From an optimization exercise on the open Yosys and OpenROAD flow, aimed at small area, a short achievable clock period and few clock cycles per item; shortcuts taken in it are not production practice.
Only the layout flow was run in this run; the RTL was not checked for function there.
Power and IR drop assume default switching activity.

`design/flow/config.mk`:
```
export PLATFORM = sky130hd
export DESIGN_NAME = accum_drain_scheduler
export DESIGN_NICKNAME = accum_drain_scheduler
export VERILOG_FILES = /design/flow/design.v
export SDC_FILE = /design/flow/constraint.sdc
export NUM_CORES = 4
export LEC_CHECK = 0
export ABC_CLOCK_PERIOD_IN_PS = 2500
export CAP_MARGIN = 20
export CORE_MARGIN = 2
export CORE_UTILIZATION = 40
export SETUP_SLACK_MARGIN = 3.5
export SLEW_MARGIN = 20
```
`design/flow/design.v`:
```
package tconv_pkg;
  localparam int OMAP_W       = 14;
  localparam int OMAP_SEL_MSB = 13;
  localparam int OMAP_SEL_LSB = 10;
  localparam int OMAP_ADDR_W  = 9;
  localparam int OMAP_SEL_W   = OMAP_SEL_MSB - OMAP_SEL_LSB + 1;
  localparam int TGT_W = OMAP_SEL_W + OMAP_ADDR_W;
  localparam int ACC_PIPE_DEPTH = 6;
  typedef enum logic [1:0] {
    ST_IDLE  = 2'd0,
    ST_ISSUE = 2'd1,
    ST_DRAIN = 2'd2
  } sched_state_e;
  typedef struct packed {
    logic             valid;
    logic [TGT_W-1:0] tgt;
  } hist_entry_t;
endpackage
import tconv_pkg::*;
module hazard_window
#(
  parameter int DEPTH = ACC_PIPE_DEPTH
) (
  input  logic             clk,
  input  logic             rst_n,
  input  logic             push_valid,
  input  logic [TGT_W-1:0] push_tgt,
  input  logic [TGT_W-1:0] probe_tgt,
  output logic             hit,
  output logic             hit_young    
);
  localparam int SLOTS = DEPTH - 1;
  logic [SLOTS-1:0]            hist_v_q;
  logic [SLOTS-1:0][TGT_W-1:0] hist_t_q;
  logic [SLOTS-1:0]            match;
  always_ff @(posedge clk or negedge rst_n) begin
    if (!rst_n) hist_v_q <= '0;
    else        hist_v_q <= {hist_v_q[SLOTS-2:0], push_valid};
  end
  always_ff @(posedge clk) begin
    hist_t_q <= {hist_t_q[SLOTS-2:0], push_tgt};
  end
  always_comb begin
    for (int i = 0; i < SLOTS; i++) match[i] = hist_v_q[i] && (hist_t_q[i] == probe_tgt);
    hit       = |match;
    hit_young = |match[SLOTS-2:0];
  end
endmodule
import tconv_pkg::*;
module accum_drain_scheduler
#(
  parameter int DW        = 16,
  parameter int NUM_COLS  = 16,
  parameter int HAZ_DEPTH = ACC_PIPE_DEPTH
) (
  input  logic                       clk,
  input  logic                       rst_n,
  input  logic                       vec_valid,
  output logic                       vec_ready,
  input  logic [NUM_COLS*DW-1:0]     vec_flat,
  input  logic [NUM_COLS-1:0]        cmap,
  input  logic [NUM_COLS*OMAP_W-1:0] omap_flat,
  output logic [DW-1:0]              partial_out,
  output logic [3:0]                 col_id,
  output logic                       partial_valid,
  output logic [NUM_COLS-1:0]        cmap_out,
  output logic [NUM_COLS*OMAP_W-1:0] omap_out,
  output logic                       busy,
  output logic                       done,
  output logic [15:0]                stall_cnt
);
  localparam int NC = NUM_COLS;
  function automatic logic [TGT_W-1:0] tgt_of(input logic [OMAP_W-1:0] e);
    tgt_of = {e[OMAP_SEL_MSB:OMAP_SEL_LSB], e[OMAP_ADDR_W-1:0]};
  endfunction
  function automatic logic [NC-1:0] lowest(input logic [NC-1:0] m);
    logic [NC-1:0] r;
    logic          seen;
    r = '0;
    seen = 1'b0;
    for (int i = 0; i < NC; i++) begin
      r[i] = m[i] & ~seen;
      seen = seen | m[i];
    end
    lowest = r;
  endfunction
  function automatic logic [NC-1:0] rr_next(input logic [NC-1:0] p, input logic [NC-1:0] s);
    logic [NC-1:0]   above;
    logic [2*NC-1:0] l;
    logic            seen;
    seen = 1'b0;
    for (int i = 0; i < NC; i++) begin
      above[i] = seen;
      seen = seen | p[i];
    end
    l = '0;
    seen = 1'b0;
    for (int i = 0; i < 2*NC; i++) begin
      l[i] = ((i < NC) ? (s[i] & above[i]) : s[i-NC]) & ~seen;
      seen = seen | l[i];
    end
    rr_next = l[NC-1:0] | l[2*NC-1:NC];
  endfunction
  function automatic logic [3:0] enc(input logic [NC-1:0] oh);
    logic [3:0] r;
    r = '0;
    for (int i = 0; i < NC; i++) if (oh[i]) r = r | 4'(i);
    enc = r;
  endfunction
  function automatic logic [NC-1:0] dec(input logic [3:0] c);
    logic [NC-1:0] r;
    for (int i = 0; i < NC; i++) r[i] = (c == 4'(i));
    dec = r;
  endfunction
  logic [NC*DW-1:0]     vec_q;
  logic [NC-1:0]        cmap_q;
  logic [NC*OMAP_W-1:0] omap_q;
  logic [NC-1:0]        pend_q, pend_d;    
  logic [NC-1:0]        nx_q, nx_d;        
  logic                 c_v_q, c_v_d;
  logic                 c_old_q, c_old_d;  
  logic [3:0]           c_col_q, c_col_d;
  logic [TGT_W-1:0]     c_tgt_q, c_tgt_d;
  logic                 n_v_q, n_v_d;
  logic [3:0]           n_col_q, n_col_d;
  logic [TGT_W-1:0]     n_tgt_q, n_tgt_d;
  logic [3:0]           in_c1_q, in_c2_q, in_c3_q;
  logic                 in_v1_q, in_v2_q, in_v3_q;
  logic [NC-1:0]        in_rest_q;
  logic                 seen_q;
  logic                 ready_q, ready_d;
  logic                 busy_q, busy_d;
  logic                 zpend_q, zpend_d;
  logic [6:0]           tok_q, tok_d;
  logic                 done_q;
  logic [DW-1:0]        out_q;
  logic [3:0]           col_q;
  logic                 pv_q;
  logic [15:0]          stall_q;
  logic hit, hit_young, fire, accept;
  hazard_window #(
    .DEPTH (HAZ_DEPTH)
  ) u_hazard_window (
    .clk        (clk),
    .rst_n      (rst_n),
    .push_valid (fire),
    .push_tgt   (c_tgt_q),
    .probe_tgt  (c_tgt_q),
    .hit        (hit),
    .hit_young  (hit_young)
  );
  assign fire   = c_v_q & ~hit;
  assign accept = ready_q & vec_valid;
  logic [NC-1:0]    in_oh1, in_oh2, in_oh3, in_d1, in_d2, in_d3;
  logic [TGT_W-1:0] in_tgt1, in_tgt2;
  always_comb begin
    in_oh1 = lowest(cmap);
    in_oh2 = lowest(in_rest_q);
    in_oh3 = lowest(in_rest_q & ~in_oh2);
    in_d1  = dec(in_c1_q) & {NC{in_v1_q}};
    in_d2  = dec(in_c2_q) & {NC{in_v2_q}};
    in_d3  = dec(in_c3_q) & {NC{in_v3_q}};
    in_tgt1 = '0;
    in_tgt2 = '0;
    for (int i = 0; i < NC; i++) begin
      in_tgt1 = in_tgt1 | ({TGT_W{in_d1[i]}} & tgt_of(omap_flat[i*OMAP_W +: OMAP_W]));
      in_tgt2 = in_tgt2 | ({TGT_W{in_d2[i]}} & tgt_of(omap_flat[i*OMAP_W +: OMAP_W]));
    end
  end
  always_ff @(posedge clk) begin
    in_c1_q   <= enc(in_oh1);
    in_v1_q   <= (cmap != '0);
    in_rest_q <= cmap & ~in_oh1;
    in_c2_q   <= enc(in_oh2);
    in_v2_q   <= (in_oh2 != '0);
    in_c3_q   <= enc(in_oh3);
    in_v3_q   <= (in_oh3 != '0);
  end
  logic [NC-1:0]    c_oh, n2;
  logic [TGT_W-1:0] nx_tgt;
  logic [DW-1:0]    c_dat;
  logic             p_any, n2_any;
  always_comb begin
    c_oh   = dec(c_col_q);
    nx_tgt = '0;
    c_dat  = '0;
    for (int i = 0; i < NC; i++) begin
      nx_tgt = nx_tgt | ({TGT_W{nx_q[i]}} & tgt_of(omap_q[i*OMAP_W +: OMAP_W]));
      c_dat  = c_dat  | ({DW{c_oh[i]}} & vec_q[i*DW +: DW]);
    end
    p_any  = (nx_q != '0);
    n2_any = ((pend_q & ~nx_q) != '0);
    n2     = rr_next(nx_q, pend_q & ~nx_q);
  end
  logic c_free, swap, last_fire, zins;
  always_comb begin
    c_free    = ~c_v_q | fire;
    swap      = c_v_q & ~c_old_q & hit_young & n_v_q;
    last_fire = fire & (c_old_q | ~n_v_q);
    c_v_d   = c_v_q;
    c_old_d = c_old_q;
    c_col_d = c_col_q;
    c_tgt_d = c_tgt_q;
    n_v_d   = n_v_q;
    n_col_d = n_col_q;
    n_tgt_d = n_tgt_q;
    pend_d  = pend_q;
    nx_d    = nx_q;
    if (accept) begin
      if (!c_free) begin
        c_old_d = 1'b1;
        n_v_d   = in_v1_q;
        n_col_d = in_c1_q;
        n_tgt_d = in_tgt1;
        pend_d  = cmap & ~in_d1;
        nx_d    = in_d2;
      end else begin
        c_v_d   = in_v1_q;
        c_old_d = 1'b0;
        c_col_d = in_c1_q;
        c_tgt_d = in_tgt1;
        n_v_d   = in_v2_q;
        n_col_d = in_c2_q;
        n_tgt_d = in_tgt2;
        pend_d  = cmap & ~in_d1 & ~in_d2;
        nx_d    = in_d3;
      end
    end else if (fire || swap) begin
      c_v_d   = n_v_q;
      c_old_d = 1'b0;
      c_col_d = n_col_q;
      c_tgt_d = n_tgt_q;
      if (p_any) begin
        n_v_d   = 1'b1;
        n_col_d = enc(nx_q);
        n_tgt_d = nx_tgt;
        if (fire) begin
          pend_d = pend_q & ~nx_q;
          nx_d   = n2;
        end else begin
          pend_d = (pend_q & ~nx_q) | c_oh;
          nx_d   = n2_any ? n2 : c_oh;
        end
      end else if (fire) begin
        n_v_d   = 1'b0;
      end else begin
        n_col_d = c_col_q;
        n_tgt_d = c_tgt_q;
      end
    end
    zins    = (accept & ~in_v1_q & ~c_v_q) | (zpend_q & ~c_v_q);
    zpend_d = zpend_q ? c_v_q : (accept & ~in_v1_q & c_v_q);
    tok_d   = {tok_q[5:0], last_fire | zins};
    busy_d  = c_v_d | zpend_d | (tok_d != '0);
    ready_d = vec_valid & ~accept & seen_q & ~zpend_d & (~n_v_q | (fire & ~p_any));
  end
  always_ff @(posedge clk or negedge rst_n) begin
    if (!rst_n) begin
      cmap_q  <= '0;
      omap_q  <= '0;
    end else if (accept) begin
      cmap_q  <= cmap;
      omap_q  <= omap_flat;
    end
  end
  always_ff @(posedge clk) begin
    if (accept) vec_q <= vec_flat;
  end
  always_ff @(posedge clk or negedge rst_n) begin
    if (!rst_n) begin
      pend_q  <= '0;
      nx_q    <= '0;
      c_v_q   <= 1'b0;
      c_old_q <= 1'b0;
      n_v_q   <= 1'b0;
      seen_q  <= 1'b0;
      ready_q <= 1'b0;
      busy_q  <= 1'b0;
      zpend_q <= 1'b0;
      tok_q   <= '0;
      done_q  <= 1'b0;
      pv_q    <= 1'b0;
      stall_q <= '0;
    end else begin
      pend_q  <= pend_d;
      nx_q    <= nx_d;
      c_v_q   <= c_v_d;
      c_old_q <= c_old_d;
      n_v_q   <= n_v_d;
      seen_q  <= vec_valid & ~accept;
      ready_q <= ready_d;
      busy_q  <= busy_d;
      zpend_q <= zpend_d;
      tok_q   <= tok_d;
      done_q  <= tok_q[6];
      pv_q    <= fire;
      if (c_v_q && hit && (stall_q != 16'hFFFF)) stall_q <= stall_q + 16'd1;
    end
  end
  always_ff @(posedge clk) begin
    c_col_q <= c_col_d;
    c_tgt_q <= c_tgt_d;
    n_col_q <= n_col_d;
    n_tgt_q <= n_tgt_d;
    col_q   <= c_col_q;
    if (!c_old_q) out_q <= c_dat;
  end
  assign vec_ready     = ready_q;
  assign busy          = busy_q;
  assign partial_out   = out_q;
  assign col_id        = col_q;
  assign partial_valid = pv_q;
  assign done          = done_q;
  assign stall_cnt     = stall_q;
  assign cmap_out      = cmap_q;
  assign omap_out      = omap_q;
endmodule
```
`design/flow/flow/run.sh`:
```
#!/bin/bash
# Standard layout, but the port buffers are the platform's smallest buffer instead of the
# delay buffer buffer_ports picks by default; repair still resizes any that need it.
set -euo pipefail
cd "$(dirname "$0")/.."
bash standard.sh BUFFER_PORTS_ARGS="-buffer_cell sky130_fd_sc_hd__buf_1" finish > run_standard.log 2>&1
```
`design/flow/standard.sh`:
```
#!/bin/bash
# synth_recipe.tcl (not shown) runs the flow's synth.tcl, then flattens the netlist and writes it again
# the make line also repeats each setting of config.mk as NAME=value (left out here)
make -C /OpenROAD-flow-scripts/flow DESIGN_CONFIG=/design/flow/config.mk WORK_HOME=/design/flow/orfs CLKGATE_MAP_FILE= SYNTH_SCRIPT=/design/flow/synth_recipe.tcl "${@:-finish}"
```
`design/flow/constraint.sdc`:
```
create_clock -name core_clock -period 6.0 [get_ports {clk}]
set_input_delay 1.2000 -clock core_clock [delete_from_list [all_inputs] [get_ports {clk}]]
set_output_delay 1.2000 -clock core_clock [all_outputs]
set_load 0.01 [all_outputs]
```
==> notes.md <==
==> worst max-delay path by stage <==
stage	startpoint	end	slack, ps	cells past startpoint
after floorplan	cmap[0]	in_rest_q[15]$_DFF_P_	2870	7
after global placement	nx_q[4]$_DFFE_PN0P_	nx_q[2]$_DFFE_PN0P_	2250	7
after detailed placement	nx_q[4]$_DFFE_PN0P_	nx_q[13]$_DFFE_PN0P_	2220	7
after CTS	nx_q[1]$_DFFE_PN0P_	nx_q[14]$_DFFE_PN0P_	3060	10
after global routing	nx_q[1]$_DFFE_PN0P_	nx_q[10]$_DFFE_PN0P_	2900	10
final	nx_q[1]$_DFFE_PN0P_	nx_q[10]$_DFFE_PN0P_	2960	9
==> layer usage <==
metal,part of all wire,GRT usage,wire length [um]
met4,0.079,0.247,12400
met1,0.36,0.458,57400
met3,0.11,0.107,18100
met2,0.44,0.561,70100
met5,0.00036,0,57
==> metrics by stage <==
stage                     power, mW  hold WS, ps  cell area (um^2)  instances
after global placement         5.73          337             36500       4777
after floorplan                5.37          331             32400       3075
final                          10.7          336             42900       5138
after CTS                      10.7          340             41900       5078
after global routing           11.0          356             42900       5136
after detailed placement       5.73          345             36500       4777
==> sequential cells by signal, summed over array words and instances, names as in the netlist, 15 cells and up <==
register / cells
cmap_q: 16
omap_q: 224
u_hazard_window.hist_t_q: 65
nx_q: 16
pend_q: 16
out_q: 16
stall_q: 16
vec_q: 256
in_rest_q: 15
==> cell families after synthesis <==
family	Yosys count	synth area share
compound gates	685	0.165
xor+xnor	82	0.0225
simple gates	1331	0.181
fa+ha+maj	7	0.00228
flops	713	0.592
buf+inv	225	0.0272
mux	32	0.0108
==> power by group through the flow <==
| stage | combinational [mW] | clock, mW | sequential, mW |
|---|---|---|---|
| detailed placement | 0.512 | 0 | 5.21 |
| CTS | 0.537 | 5.09 | 5.12 |
| global placement | 0.513 | 0 | 5.21 |
| floorplan | 0.170 | 0 | 5.20 |
| global route | 0.591 | 5.29 | 5.12 |
| finish | 0.565 | 5.05 | 5.12 |
==> cell usage in the layout (no fill, tap or decap), types with 20 or more instances in the layout <==
cell / n
nor3_1: 39
o21ai_0: 40
nand3_1: 32
buf_1: 700
dfxtp_1: 95
clkbuf_16: 83
edfxtp_1: 306
nor2_1: 81
dfrtp_2: 20
nor4_1: 25
a22o_1: 85
diode_2: 28
nand4_1: 78
dfrtp_1: 288
buf_4: 172
xnor2_1: 26
a221oi_1: 96
xnor2_2: 43
buf_12: 23
nand2_1: 894
a21oi_1: 34
buf_2: 49
a22oi_1: 245
buf_6: 61
==> area by class of cell <==
cell class                 count  area share
antenna                       28     0.00163
clock buffer                 107      0.0521
clock inverter                44      0.0116
inverter                      21     0.00260
multi-input combinational   2140       0.325
sequential                   713       0.441
tap                         1050      0.0306
timing repair buffer        1034       0.135
timing repair inverter         1    0.000379
==> what timing repair did <==
item | 4_1_cts | 5_1_grt
gates cloned | 13 | 2
buffers inserted | 137 | 29
gates resized for setup | 318 | 115
pin swaps | 80 | 64
hold buffers | 0 | 0
endpoints found under the setup margin | 431 | 228
==> results.py <==
metrics = {
    "outcome": {
        "status": "complete, no violations",
    },
    "grt": {
        "grt_use_total": 0.369,
        "overflow": 0,
        "antenna_found_initial": 34,
        "grt_pass1_wl_um": 217000,
        "grt_max_degree": 151,
        "grt_pass1_vias": 30000,
    },
    "worst_setup_path": {
        "cp_cell_sequence": "buf_12 > or4_4 > a211o_1 > a2111oi_4 > buf_4 > o211ai_1 > a2111oi_2 > nor3_1 > o31ai_1",
        "crit_type": "reg -> reg",
        "ff2ff_path_depth": 9,
        "cpPeakStageDelay_ps": 580,
        "worst-r2r-setup-slack_ps": 2960,
        "crit_path_end_kind": "register",
        "crit_buf_inv": 2,
        "worstPathRequired_ps": 6560,
        "cp_top_family": "compound AO/OA/AOI/OAI gates",
        "cp_max_fo": 5,
        "slowest_stage": "or4_4",
        "arrival_ps": 3600,
        "start_kind": "register",
        "rr_startpoint": "nx_q[1]$_DFFE_PN0P_",
        "r2r_end": "nx_q[10]$_DFFE_PN0P_",
    },
    "timing": {
        "relSlewSlack": 0.399,
        "fin_crit_ps": 3040,
        "fin_worst_skew_ps": 66.0,
        "fmax_ghz": 0.329,
        "tightest_slew_ps": 902,
        "layout_setup_ws_ps": 2960,
        "rsz0062_at_grt": "yes",
        "final-setup-viol-count": 0,
        "hold_viol": 0,
        "period_share": 0.506,
        "drv_slew": 0,
        "tns_ps": 0,
    },
    "floorplan": {
        "core_um2": 79000,
        "row_count": 103,
        "io_pins": 779,
        "die_w_um": 286,
        "die_h_um": 286,
        "initial_core_util": 0.404,
        "dieArea_um2": 82000,
    },
    "yosys": {
        "yosys-top-cells-area": "edfxtp_1 29%, dfrtp_1 24%, nand2_1 11%, dfxtp_1 6.2%, a22oi_1 5.8%",
        "ys_types": 81,
        "async_flop_share": 0.432,
        "synth_top_cell_by_area": "edfxtp_1",
        "yosysSeqAreaShare": 0.592,
        "synth_commonest_cells": "902 x nand2_1, 308 x dfrtp_1, 306 x edfxtp_1",
        "synth_edf_count": 306,
        "avgSynthCellArea_um2": 10.4,
        "syn-cell-area_um2": 31900,
        "ys_ff_latch": 713,
        "netlist_instances": 3075,
        "syn-num-nets": 3575,
        "post-synth-top-count-cell": "nand2_1",
        "synth_warnings": 2,
        "yosys.area.top_type_share": 0.288,
        "synth_top_flop_cell": "dfrtp_1",
    },
    "placed_design": {
        "dp.final_hpwl_um": 109000,
        "post-place-ws_ps": 2220,
        "place_congestion": 0.971,
        "io_buffers": 778,
    },
    "cts": {
        "numCtsBuffers": 81,
        "tritoncts": "yes",
        "cts.sinks": 713,
        "clk_path_buf_depth": 3,
        "cts_root_buf": "clkbuf_16",
        "clk_pin_slew_worst_paths_ps": 70,
        "clk_latency_ps": 680,
        "cts-htree-levels": 3,
    },
    "detailed_routing": {
        "drc_errors": 0,
        "vias_per_cell": 6.19,
        "wirelength_um": 158000,
        "vias": 31800,
        "drtIter0Drc": 4598,
        "firstDrtPassIters": 10,
        "routedWlPerCell_um": 30.8,
        "ant_nets": 0,
    },
    "pwr": {
        "combPwrFrac": 0.053,
        "clkPwrFrac": 0.471,
        "pwr-share-seq": 0.477,
        "max-vdd-ir-drop_mv": 0.239,
        "switching_share": 0.243,
        "total_leakage_power_nw": 17.9,
        "power_density_nw_per_um2": 250,
        "p_sw_mw": 2.61,
        "p_int_mw": 8.13,
    },
    "final_layout": {
        "utilization": 0.543,
        "area_delta_synth_final_pct": 34.4,
        "drive_gt1_frac": 0.181,
        "fill_cells": 7081,
        "multiInputGateArea_um2": 13900,
        "layout.nets": 4492,
        "seqCellArea_um2": 18900,
    },
    "worst_hold_path": {
        "min_to": "u_hazard_window.hist_t_q[56]$_DFF_P_",
        "hold_class": "reg -> reg",
        "min-delay-start": "u_hazard_window.hist_t_q[43]$_DFF_P_",
        "hold_depth": 0,
    },
    "run": {
        "cap_viol_max_count": 0,
    },
}

afterwards: timing with drivers on the ports:
In the flow no input, the clock included, has a driving cell. The finished layout below was timed again as built, in two steps.
Step 1, drivers: a clkbuf_16 drives clk and a buf_2 each remaining input, both assumed.
Step 2 also shifts input and output timing later by t, the mid clock arrival at the registers, as if the neighbouring blocks saw the same clock.
Slacks: no drivers / after step 1 / after step 2; pairs: no drivers / after step 1.
t, ns: 0.721
slack for setup (ns): 2.961 / 2.961 / 2.709
worst setup path at the end: input to register
latest minus earliest clock arrival (ns): 0.072 / 0.072
After both steps this run still meets setup and hold. The setup slack of this run moves by 0.000 ns with the drivers and by -0.252 ns with both steps.
